From an optimization exercise on the open Yosys and OpenROAD flow, aimed at small area, a short achievable clock period and few clock cycles per item; shortcuts taken in it are not production practice.
Where RTL was checked, it was by simulation tests only, not by an equivalence proof against the original.
No activity file was given, so power comes from the tool's default toggle rates.

06-02:
## polygon_convexity_check
module polygon_convexity_check #(
  parameter int COORD_WIDTH = 16
) (
  input  logic                          clk,
  input  logic                          rst,
  input  logic                          vertex_valid,
  output logic                          vertex_ready,
  input  logic signed [COORD_WIDTH-1:0] vertex_x,
  input  logic signed [COORD_WIDTH-1:0] vertex_y,
  input  logic                          last_vertex,
  output logic                          result_valid,
  input  logic                          result_ready,
  output logic                          is_convex,
  output logic                          too_few
);
Settings: LEC_CHECK=0, ABC_AREA=1, CAP_MARGIN=20, CORE_MARGIN=2, CORE_UTILIZATION=40, PLACE_DENSITY=0.6, SETUP_SLACK_MARGIN=4.6, SLEW_MARGIN=20; clock period 7.5 ns.
standard.sh (not shown) runs the stock make flow with config.mk's settings and CLKGATE_MAP_FILE= SYNTH_SCRIPT=/design/flow/synth_recipe.tcl, a recipe that flattens the netlist after the stock synthesis.
==> flow/flow/run.sh <==
#!/bin/bash
# Layout flow: the standard flow (standard.sh) unchanged except for one step in
# synthesis. Before Yosys's fine-grained synthesis runs ABC, the adder trees of the RTL
# (plain XOR / majority gates) are mapped to full- and half-adder cells, so ABC cannot
# restructure them first; extracting them afterwards leaves inverters between the adder
# cells. Everything else, including the registers, is the standard synthesis.
set -euo pipefail
HERE=$(pwd)
FL=$HERE/flow

# synthesis script: ORFS's synth.tcl with the early adder extraction inserted
python3 - "$FLOW_HOME/scripts/synth.tcl" "$HERE/synth_fa.tcl" <<'PYEOF'
import sys
src = open(sys.argv[1]).read()
anchor = """if {
  [env_var_exists_and_non_empty SYNTH_WRAPPED_OPERATORS] ||
  [env_var_exists_and_non_empty SWAP_ARITH_OPERATORS]
} {
  source $::env(SCRIPTS_DIR)/synth_wrap_operators.tcl
} else {"""
early = """# early full-adder extraction (this flow's only change to synthesis)
opt -fast -full
memory_map
opt -full
techmap -map +/techmap.v -map $::env(FLOW_HOME)/platforms/common/lcu_kogge_stone.v
opt -fast
extract_fa {*}[dont_use_extract_fa_args]
techmap -map $::env(ADDER_MAP_FILE)
opt -fast

"""
assert src.count(anchor) == 1, "synth.tcl anchor not found"
open(sys.argv[2], "w").write(src.replace(anchor, early + anchor))
PYEOF
# The standard flow's synthesis wrapper, sourcing the script above instead of synth.tcl
sed "s|\$::env(SCRIPTS_DIR)/synth.tcl|$HERE/synth_fa.tcl|" synth_recipe.tcl > synth_recipe_fa.tcl
grep -q "synth_fa.tcl" synth_recipe_fa.tcl
# standard.sh with that synthesis wrapper, for the synth target only
sed "s|SYNTH_SCRIPT=[^ ]*|SYNTH_SCRIPT=$HERE/synth_recipe_fa.tcl|" standard.sh > standard_fa.sh
grep -q "synth_recipe_fa.tcl" standard_fa.sh

bash standard_fa.sh synth > synth.log 2>&1
bash standard.sh finish > finish.log 2>&1
Per the final summary, 06-02 finished and its layout is clean on timing, DRC and antenna.
Modified inputs, 02-14 compared to 06-02
==> flow/run.sh (new file) <==
#!/bin/bash
# synth_recipe.tcl (not shown) runs the flow's synth.tcl, then flattens the netlist and writes it again
# the make line also repeats each setting of config.mk as NAME=value (left out here)
make -C /OpenROAD-flow-scripts/flow DESIGN_CONFIG=/design/flow/config.mk WORK_HOME=/design/flow/orfs CLKGATE_MAP_FILE= SYNTH_SCRIPT=/design/flow/synth_recipe.tcl finish
removed: flow/flow/run.sh
removed: flow/standard.sh
==> run summary <==
- Number of vias after detailed routing for 02-14: about 1.7% up relative to 06-02
- Non-clock buffer count, 06-02 and 02-14: larger value in 06-02
- Measured against 02-14, the count of clock-buffer cells in the layout of 06-02 comes out at 1.3 times the reference value.
- Looking at 06-02 and 02-14, the count of sequential standard cells is a wash.
- 02-14 vs. 06-02: cell internal power dissipation rose 5.7%; fmax fell 12 MHz; clock group share of total power fell 8.3 points.
No functional check of the RTL was part of any run of this note.

========
Another version of the RTL of polygon_convexity_check (not shown whole).
For scale: roughly 2400 cells after synthesis, ~400 flip-flops, about 41 I/O pins, ~0.025 sq mm of cells after synthesis.
// polygon_convexity_check
module polygon_convexity_check #(
  parameter int COORD_WIDTH = 16
) (
  input  logic                          clk,
  input  logic                          rst,
  input  logic                          vertex_valid,
  output logic                          vertex_ready,
  input  logic signed [COORD_WIDTH-1:0] vertex_x,
  input  logic signed [COORD_WIDTH-1:0] vertex_y,
  input  logic                          last_vertex,
  output logic                          result_valid,
  input  logic                          result_ready,
  output logic                          is_convex,
  output logic                          too_few
);
==> flow/config.mk <==
export PLATFORM = sky130hd
export DESIGN_NAME = polygon_convexity_check
export DESIGN_NICKNAME = polygon_convexity_check
export VERILOG_FILES = /design/flow/design.v
export SDC_FILE = /design/flow/constraint.sdc
export NUM_CORES = 4
export LEC_CHECK = 0
export ABC_AREA = 1
export CAP_MARGIN = 20
export CORE_MARGIN = 2
export CORE_UTILIZATION = 40
export CTS_CLUSTER_DIAMETER = 80
export CTS_CLUSTER_SIZE = 30
export PLACE_DENSITY = 0.6
export SETUP_SLACK_MARGIN = 4.6
export SLEW_MARGIN = 20
export TNS_END_PERCENT = 50
==> flow/constraint.sdc <==
create_clock -name core_clock -period 7.5 [get_ports {clk}]
set_input_delay 1.5000 -clock core_clock [delete_from_list [all_inputs] [get_ports {clk}]]
set_output_delay 1.5000 -clock core_clock [all_outputs]
set_load 0.01 [all_outputs]
==> flow/flow/run.sh <==
#!/bin/bash
# Layout flow: the standard flow (standard.sh) unchanged except for one step in
# synthesis. Before Yosys's fine-grained synthesis runs ABC, the adder trees of the RTL
# (plain XOR / majority gates) are mapped to full- and half-adder cells, so ABC cannot
# restructure them first; extracting them afterwards leaves inverters between the adder
# cells. Everything else, including the registers, is the standard synthesis.
# Placement buffers every input and output port as the standard flow does, but with a
# plain buffer cell (buf_2) instead of the delay cell buffer_ports picks by default.
set -euo pipefail
HERE=$(pwd)
FL=$HERE/flow

# synthesis script: ORFS's synth.tcl with the early adder extraction inserted
python3 - "$FLOW_HOME/scripts/synth.tcl" "$HERE/synth_fa.tcl" <<'PYEOF'
import sys
src = open(sys.argv[1]).read()
anchor = """if {
  [env_var_exists_and_non_empty SYNTH_WRAPPED_OPERATORS] ||
  [env_var_exists_and_non_empty SWAP_ARITH_OPERATORS]
} {
  source $::env(SCRIPTS_DIR)/synth_wrap_operators.tcl
} else {"""
early = """# early full-adder extraction (this flow's only change to synthesis)
opt -fast -full
memory_map
opt -full
techmap -map +/techmap.v -map $::env(FLOW_HOME)/platforms/common/lcu_kogge_stone.v
opt -fast
extract_fa {*}[dont_use_extract_fa_args]
techmap -map $::env(ADDER_MAP_FILE)
opt -fast

"""
assert src.count(anchor) == 1, "synth.tcl anchor not found"
open(sys.argv[2], "w").write(src.replace(anchor, early + anchor))
PYEOF
# The standard flow's synthesis wrapper, sourcing the script above instead of synth.tcl
sed "s|\$::env(SCRIPTS_DIR)/synth.tcl|$HERE/synth_fa.tcl|" synth_recipe.tcl > synth_recipe_fa.tcl
grep -q "synth_fa.tcl" synth_recipe_fa.tcl
# standard.sh with that synthesis wrapper, for the synth target only
sed "s|SYNTH_SCRIPT=[^ ]*|SYNTH_SCRIPT=$HERE/synth_recipe_fa.tcl|" standard.sh > standard_fa.sh
grep -q "synth_recipe_fa.tcl" standard_fa.sh

bash standard_fa.sh synth > synth.log 2>&1
export BUFFER_PORTS_ARGS="-buffer_cell sky130_fd_sc_hd__buf_2"
bash standard.sh finish > finish.log 2>&1
The starting point finished with timing, DRC and antenna clean.
Testbench counts at the start, summed over its fixed seeds: cycles 59,325, items 59,266.
Edit:
Settings changed: SETUP_SLACK_MARGIN 4.6 to 4.8, TNS_END_PERCENT 50 to not set.
Outcome: Via count is higher by 1.8%. Sequential cell count stays the same. Clock-buffer cell count is higher by 2. Sequential share of layout area is lower by 1.7 points. Register-to-register slack improves by 30 ps. Non-clock buffer count is higher by 55. Final area is higher by 5.9%. Die area is unchanged.
Edit:
Settings changed: SETUP_SLACK_MARGIN 4.8 to 4.6.
Hold slack is worse by 6.6 ps.
Utilization is lower by 2.9 points.
Design area is lower by 5.8%.
Synthesized cell count is unchanged.
First-iteration DRC count is lower by 6.1%.
Cell count is lower by 1.9%.
Area after synthesis is unchanged.
Die area is unchanged.
Edit:
Settings changed: CORE_UTILIZATION 40 to 45, PLACE_DENSITY 0.6 to 0.65.
The changed run produced a clean layout.
Fmax barely changes.
Cell count shrinks by 2.7%.
Die area shrinks by 11%.
Non-clock buffer count rises by 12.
Design area rose by 0.35%.
Setup slack gains 4.4 ps.
Critical path depth goes down by 1.
Edit:
--- a/flow/flow/run.sh
+++ b/flow/flow/run.sh
@@ -5,6 +5,4 @@
 # restructure them first; extracting them afterwards leaves inverters between the adder
 # cells. Everything else, including the registers, is the standard synthesis.
-# Placement buffers every input and output port as the standard flow does, but with a
-# plain buffer cell (buf_2) instead of the delay cell buffer_ports picks by default.
 set -euo pipefail
 HERE=$(pwd)
@@ -43,4 +41,3 @@
 
 bash standard_fa.sh synth > synth.log 2>&1
-export BUFFER_PORTS_ARGS="-buffer_cell sky130_fd_sc_hd__buf_2"
 bash standard.sh finish > finish.log 2>&1
Settings changed: CORE_UTILIZATION 45 to 40, GPL_ROUTABILITY_DRIVEN set to 0, PLACE_DENSITY 0.65 to 0.6.
Result: The new run finished with timing, DRC and antenna clean; total power stays flat; worst setup slack got worse by 25 ps; clock power stays flat; synthesized cell count does not change.
Edit:
--- a/flow/flow/run.sh
+++ b/flow/flow/run.sh
@@ -5,4 +5,6 @@
 # restructure them first; extracting them afterwards leaves inverters between the adder
 # cells. Everything else, including the registers, is the standard synthesis.
+# Placement buffers every input and output port as the standard flow does, but with a
+# plain buffer cell (buf_2) instead of the delay cell buffer_ports picks by default.
 set -euo pipefail
 HERE=$(pwd)
@@ -41,3 +43,4 @@
 
 bash standard_fa.sh synth > synth.log 2>&1
+export BUFFER_PORTS_ARGS="-buffer_cell sky130_fd_sc_hd__buf_2"
 bash standard.sh finish > finish.log 2>&1
Settings changed: GPL_ROUTABILITY_DRIVEN 0 to not set, TNS_END_PERCENT set to 25.
What happened: The changed run passed the timing, DRC and antenna checks. Setup slack is better by 18 ps. Total power stays flat. Synthesized cell count does not change. Sequential cell count does not change. Clock skew came out lower by 35 ps. Design area shrinks by 3.1%. Wire length is lower by 0.52%.

[what the ideal ports hide]
How much do the figures lean on ideal ports? The routed layouts below were timed once more, with nothing changed but the port constraints.
Step 1 (the two cells are an assumption about what drives the block):
set clk [get_ports {clk}]
set_driving_cell -lib_cell sky130_fd_sc_hd__clkbuf_16 $clk
set_driving_cell -lib_cell sky130_fd_sc_hd__buf_2 [delete_from_list [all_inputs] $clk]
Step 2 moves the port delays by t, midway between the first and last clock arrival at a register: inputs arrive t later, outputs are due t later. That takes back most of the time a late clock gives input paths.
a / b / c = ideal ports / drivers / drivers and shift; a / b = the first two.
run | t (ns) | setup WS [ns] | slew at the worst register clock pin (ns)
06-02 | 0.673 | 4.545 / 4.545 / 4.020 | 0.08 / 0.08
02-14 | 0.677 | 4.434 / 4.434 / 4.081 | 0.06 / 0.06
the first run of note 2 | 0.651 | 4.569 / 4.569 / 4.090 | 0.11 / 0.11
the second run of note 2 | 0.657 | 4.600 / 4.600 / 4.170 | 0.11 / 0.11
the third run of note 2 | 0.649 | 4.586 / 4.586 / 4.125 | 0.12 / 0.12
the fourth run of note 2 | 0.645 | 4.591 / 4.591 / 4.118 | 0.11 / 0.11
the fifth run of note 2 | 0.645 | 4.566 / 4.566 / 4.039 | 0.11 / 0.11
the sixth run of note 2 | 0.636 | 4.584 / 4.584 / 4.098 | 0.11 / 0.11
After both steps every run listed still meets setup and hold. For the fifth run of note 2, which loses most, drivers alone change the setup slack by 0.000 ns; drivers and shift together by -0.527 ns.
